This design comes from an exercise in tuning for small area on the open sky130 flow, not from production work.
The RTL was checked by simulation tests, not by an equivalence proof against the original design.
Power and IR drop assume default switching activity.

==> flow/design.v <==
package line_window_pkg;
    parameter int PIX_W = 8;
    parameter int DEF_ROW_W = 256;
    parameter int DEF_COL_H = 256;
    parameter int DEF_ROWS  = 3;
    typedef logic [PIX_W-1:0] pix_t;
    typedef struct packed {
        logic line;
        logic frame;
        pix_t pix;
    } pix_in_t;
endpackage
`timescale 1ns/1ps
module sync_tracker (
    input  logic                    i_clk,
    input  logic                    i_rst_n,
    input  line_window_pkg::pix_in_t i_stream,
    output line_window_pkg::pix_t   o_pix,         
    output logic                    o_act,         
    output logic                    o_frame,       
    output logic                    o_start,       
    output logic                    o_start_d,     
    output logic                    o_end,         
    output logic [1:0]              o_slot,        
    output logic                    o_close,       
    output logic                    o_part         
);
    logic       in_act;
    logic [6:0] r_grp;
    assign in_act = i_stream.line & i_stream.frame;
    always_ff @(posedge i_clk or negedge i_rst_n) begin
        if (!i_rst_n) begin
            o_act     <= 1'b0;
            o_frame   <= 1'b0;
            o_start_d <= 1'b0;
        end else begin
            o_start_d <= o_start;
            o_act   <= in_act;
            o_frame <= i_stream.frame;
        end
    end
    always_ff @(posedge i_clk) begin
        o_pix <= i_stream.pix;
    end
    assign o_start = in_act & ~o_act;
    assign o_end   = ~in_act & o_act;
    always_ff @(posedge i_clk or negedge i_rst_n) begin
        if (!i_rst_n) begin
            o_slot <= 2'd0;
            r_grp  <= 7'd0;
        end else if (!i_stream.frame) begin
            o_slot <= 2'd0;
            r_grp  <= 7'd0;
        end else if (o_end) begin
            o_slot <= o_slot[1] ? 2'd0 : o_slot + 2'd1;
            if (o_slot[1]) r_grp <= r_grp + 7'd1;
        end
    end
    assign o_part  = r_grp[6] & r_grp[4] & r_grp[2] & r_grp[0];
    assign o_close = o_slot[1] | o_part;
endmodule
`timescale 1ns/1ps
module line_write_ctrl #(
    parameter int ROW_W = line_window_pkg::DEF_ROW_W
) (
    input  logic                     i_clk,
    input  logic                     i_act,
    input  logic                     i_start,
    input  logic                     i_start_d,
    input  logic [1:0]               i_slot,
    input  logic                     i_close,
    input  logic                     i_busy,     
    output logic [1:0]               o_we,
    output logic [1:0]               o_mark,
    output logic                     o_hold
);
    assign o_we[0]   = i_act & (i_slot == 2'd0);
    assign o_we[1]   = i_act & (i_slot == 2'd1);
    assign o_mark[0] = i_start_d & (i_slot == 2'd0);
    assign o_mark[1] = i_start_d & (i_slot == 2'd1);
    assign o_hold    = i_busy | (i_start & i_close);
endmodule
`timescale 1ns/1ps
module line_ram #(
    parameter int ROW_W = line_window_pkg::DEF_ROW_W,
    parameter int STEP  = 8
) (
    input  logic                     i_clk,
    input  logic                     i_we,       
    input  line_window_pkg::pix_t    i_wdata,
    input  logic                     i_mark,     
    input  logic                     i_hold,     
    output line_window_pkg::pix_t    o_rdata
);
    localparam int ADDR_W = $clog2(ROW_W);
    localparam int STEP_W = $clog2(STEP);
    localparam int TAPS   = ROW_W / STEP;
    line_window_pkg::pix_t ring [ROW_W];
    line_window_pkg::pix_t dly [STEP];
    logic [ADDR_W-1:0]        pos;
    logic [ADDR_W-STEP_W-1:0] tsel;
    logic [STEP_W-1:0]        dsel;
    assign tsel = pos[ADDR_W-1:STEP_W];
    assign dsel = pos[STEP_W-1:0];
    always_ff @(posedge i_clk) begin
        ring[0] <= i_we ? i_wdata : ring[ROW_W-1];
        for (int i = 1; i < ROW_W; i++) begin
            ring[i] <= ring[i-1];
        end
    end
    always_ff @(posedge i_clk) begin
        if (i_mark) pos <= ADDR_W'(3);
        else if (!i_hold) pos <= pos + 1'b1;
    end
    always_comb begin
        dly[0] = '0;
        for (int c = 0; c < TAPS; c++) begin
            dly[0] = dly[0] | (ring[STEP*c] & {line_window_pkg::PIX_W{tsel == (ADDR_W-STEP_W)'(c)}});
        end
    end
    always_ff @(posedge i_clk) begin
        for (int j = 1; j < STEP; j++) begin
            dly[j] <= dly[j-1];
        end
    end
    always_comb begin
        o_rdata = '0;
        for (int j = 0; j < STEP; j++) begin
            o_rdata = o_rdata | (dly[j] & {line_window_pkg::PIX_W{dsel == STEP_W'(j)}});
        end
    end
endmodule
`timescale 1ns/1ps
module row_assembler (
    input  logic                    i_clk,
    input  logic                    i_rst_n,
    input  line_window_pkg::pix_t   i_pix,
    input  logic                    i_frame,
    input  logic                    i_start,
    input  logic                    i_end,
    input  logic                    i_close,
    input  logic                    i_part,
    input  line_window_pkg::pix_t   i_row0,
    input  line_window_pkg::pix_t   i_row1,
    output logic [23:0]             o_win,
    output logic                    o_win_valid,
    output logic                    o_partial,
    output logic                    o_frame,
    output logic                    o_busy
);
    localparam line_window_pkg::pix_t PAD = 8'h01;    
    logic                  r_rd, r_v1, r_v2, r_rp, r_p1, r_p2, r_frame_d1;
    line_window_pkg::pix_t r_pix_d1, r_pix_d2, r_a, r_b, r_c;
    always_ff @(posedge i_clk or negedge i_rst_n) begin
        if (!i_rst_n) begin
            r_rd        <= 1'b0;
            r_rp        <= 1'b0;
            r_v1        <= 1'b0;
            r_v2        <= 1'b0;
            r_p1        <= 1'b0;
            r_p2        <= 1'b0;
            o_win_valid <= 1'b0;
            o_partial   <= 1'b0;
            r_frame_d1  <= 1'b0;
            o_frame     <= 1'b0;
        end else begin
            if (i_end) begin
                r_rd <= 1'b0;
                r_rp <= 1'b0;
            end else if (i_start && i_close) begin
                r_rd <= 1'b1;
                r_rp <= i_part;
            end
            r_v1        <= r_rd;
            r_v2        <= r_v1;
            o_win_valid <= r_v2;
            r_p1        <= r_rp;
            r_p2        <= r_p1;
            o_partial   <= r_p2;
            r_frame_d1  <= i_frame;
            o_frame     <= r_frame_d1;
        end
    end
    always_ff @(posedge i_clk) begin
        r_pix_d1 <= i_pix;
        r_pix_d2 <= r_pix_d1;
        r_a      <= i_row0;
        r_b      <= i_row1;
        r_c      <= r_pix_d2;
    end
    assign o_busy = r_rd | r_v1 | r_v2;
    assign o_win = !o_win_valid ? '0 :
                   o_partial    ? {r_c, PAD, PAD} : {r_a, r_b, r_c};
endmodule
`timescale 1ns/1ps
module line_window_top #(
    parameter int ROW_W = line_window_pkg::DEF_ROW_W,
    parameter int COL_H = line_window_pkg::DEF_COL_H,
    parameter int ROWS  = line_window_pkg::DEF_ROWS
) (
    input  logic                  i_clk,
    input  logic                  i_rst_n,
    input  line_window_pkg::pix_in_t               i_stream,
    output logic [line_window_pkg::PIX_W*ROWS-1:0] o_win,
    output logic                  o_win_valid,
    output logic                  o_partial,
    output logic                  o_frame
);
    localparam int ADDR_W = $clog2(ROW_W);
    line_window_pkg::pix_t pix;
    logic                  act, frame, start, start_d, row_end, close, part, busy, hold;
    logic [1:0]            slot, we, mark;
    line_window_pkg::pix_t rdata [2];
    sync_tracker u_sync_tracker (
        .i_clk    (i_clk),
        .i_rst_n  (i_rst_n),
        .i_stream (i_stream),
        .o_pix    (pix),
        .o_act    (act),
        .o_frame  (frame),
        .o_start  (start),
        .o_start_d(start_d),
        .o_end    (row_end),
        .o_slot   (slot),
        .o_close  (close),
        .o_part   (part)
    );
    line_write_ctrl #(
        .ROW_W (ROW_W)
    ) u_line_write_ctrl (
        .i_clk   (i_clk),
        .i_act   (act),
        .i_start (start),
        .i_start_d(start_d),
        .i_slot  (slot),
        .i_close (close),
        .i_busy  (busy),
        .o_we    (we),
        .o_mark  (mark),
        .o_hold  (hold)
    );
    for (genvar k = 0; k < ROWS - 1; k++) begin : g_line_ram
        line_ram #(
            .ROW_W (ROW_W)
        ) u_line_ram (
            .i_clk   (i_clk),
            .i_we    (we[k]),
            .i_wdata (pix),
            .i_mark  (mark[k]),
            .i_hold  (hold),
            .o_rdata (rdata[k])
        );
    end
    row_assembler u_row_assembler (
        .i_clk       (i_clk),
        .i_rst_n     (i_rst_n),
        .i_pix       (pix),
        .i_frame     (frame),
        .i_start     (start),
        .i_end       (row_end),
        .i_close     (close),
        .i_part      (part),
        .i_row0      (rdata[0]),
        .i_row1      (rdata[1]),
        .o_win       (o_win),
        .o_win_valid (o_win_valid),
        .o_partial   (o_partial),
        .o_frame     (o_frame),
        .o_busy      (busy)
    );
endmodule
export LEC_CHECK = 0
export CAP_MARGIN = 20
export CORE_MARGIN = 2
export CORE_UTILIZATION = 65
export CTS_BUF_LIST = sky130_fd_sc_hd__clkbuf_8
export CTS_CLUSTER_DIAMETER = 60
export CTS_CLUSTER_SIZE = 20
export SLEW_MARGIN = 20
create_clock -name core_clock -period 5.0 [get_ports {i_clk}]
standard.sh (not shown) runs the stock make flow with config.mk's settings and CLKGATE_MAP_FILE= SYNTH_SCRIPT=/design/flow/synth_recipe.tcl, a recipe that flattens the netlist after the stock synthesis.
==> flow/flow/run.sh <==
#!/bin/bash
# The standard layout (the standard.sh, unchanged synthesis and steps), with the
# clock tree built without dummy balancing loads and the port buffers made from the
# smallest buffer cell. Each make step keeps its own logs under orfs/logs/; the whole
# make output goes to standard.log here.
set -euo pipefail
CTS="-sink_clustering_enable -repair_clock_nets -buf_list sky130_fd_sc_hd__clkbuf_8"
CTS="$CTS -sink_clustering_size 20 -sink_clustering_max_diameter 60 -dont_use_dummy_load -tree_buf sky130_fd_sc_hd__clkbuf_4"
bash standard.sh "CTS_ARGS=$CTS" "BUFFER_PORTS_ARGS=-buffer_cell sky130_fd_sc_hd__buf_1" finish > standard.log 2>&1
Change:
==> flow/flow/run.sh (replaced) <==
#!/bin/bash
# The standard layout (the standard.sh, unchanged synthesis and steps), with the
# clock tree built without dummy balancing loads. Each make step keeps its own logs under
# orfs/logs/; the whole make output goes to standard.log here.
set -euo pipefail
CTS="-sink_clustering_enable -repair_clock_nets -buf_list sky130_fd_sc_hd__clkbuf_8"
CTS="$CTS -sink_clustering_size 20 -sink_clustering_max_diameter 50 -dont_use_dummy_load"
bash standard.sh "CTS_ARGS=$CTS" finish > standard.log 2>&1
Settings changed: CORE_UTILIZATION 65 to 55, CTS_CLUSTER_DIAMETER 60 to 50.
Power climbs by 2.8%.
Global-route usage drops by 3.4 points.
Worst hold slack improves by 0.15 ns.

==> afterwards: timing with drivers on the ports <==
The results above use ideal ports. As a check the final layouts listed here were re-extracted and re-timed, cells and wires unchanged. Step 1: set_driving_cell puts a clkbuf_16 on i_clk and a buf_2 on each other input, an assumption about the parent block. Step 2, shift: input delay + t, output delay - t, t = (earliest + latest rising clock arrival at the registers) / 2. This alone moves slack from input paths to output paths. Slacks: ideal / step 1 / step 2; pairs: ideal / step 1.
run | t, ns | setup slack, ns | worst setup path at the end | pins driven straight from the clock port
the first run | 1.043 | 0.871 / 0.797 / 1.639 | input to register | 1
the second run | 1.022 | 0.780 / 0.701 / 1.328 | input to register | 1
After both steps setup and hold are still met in every run listed.
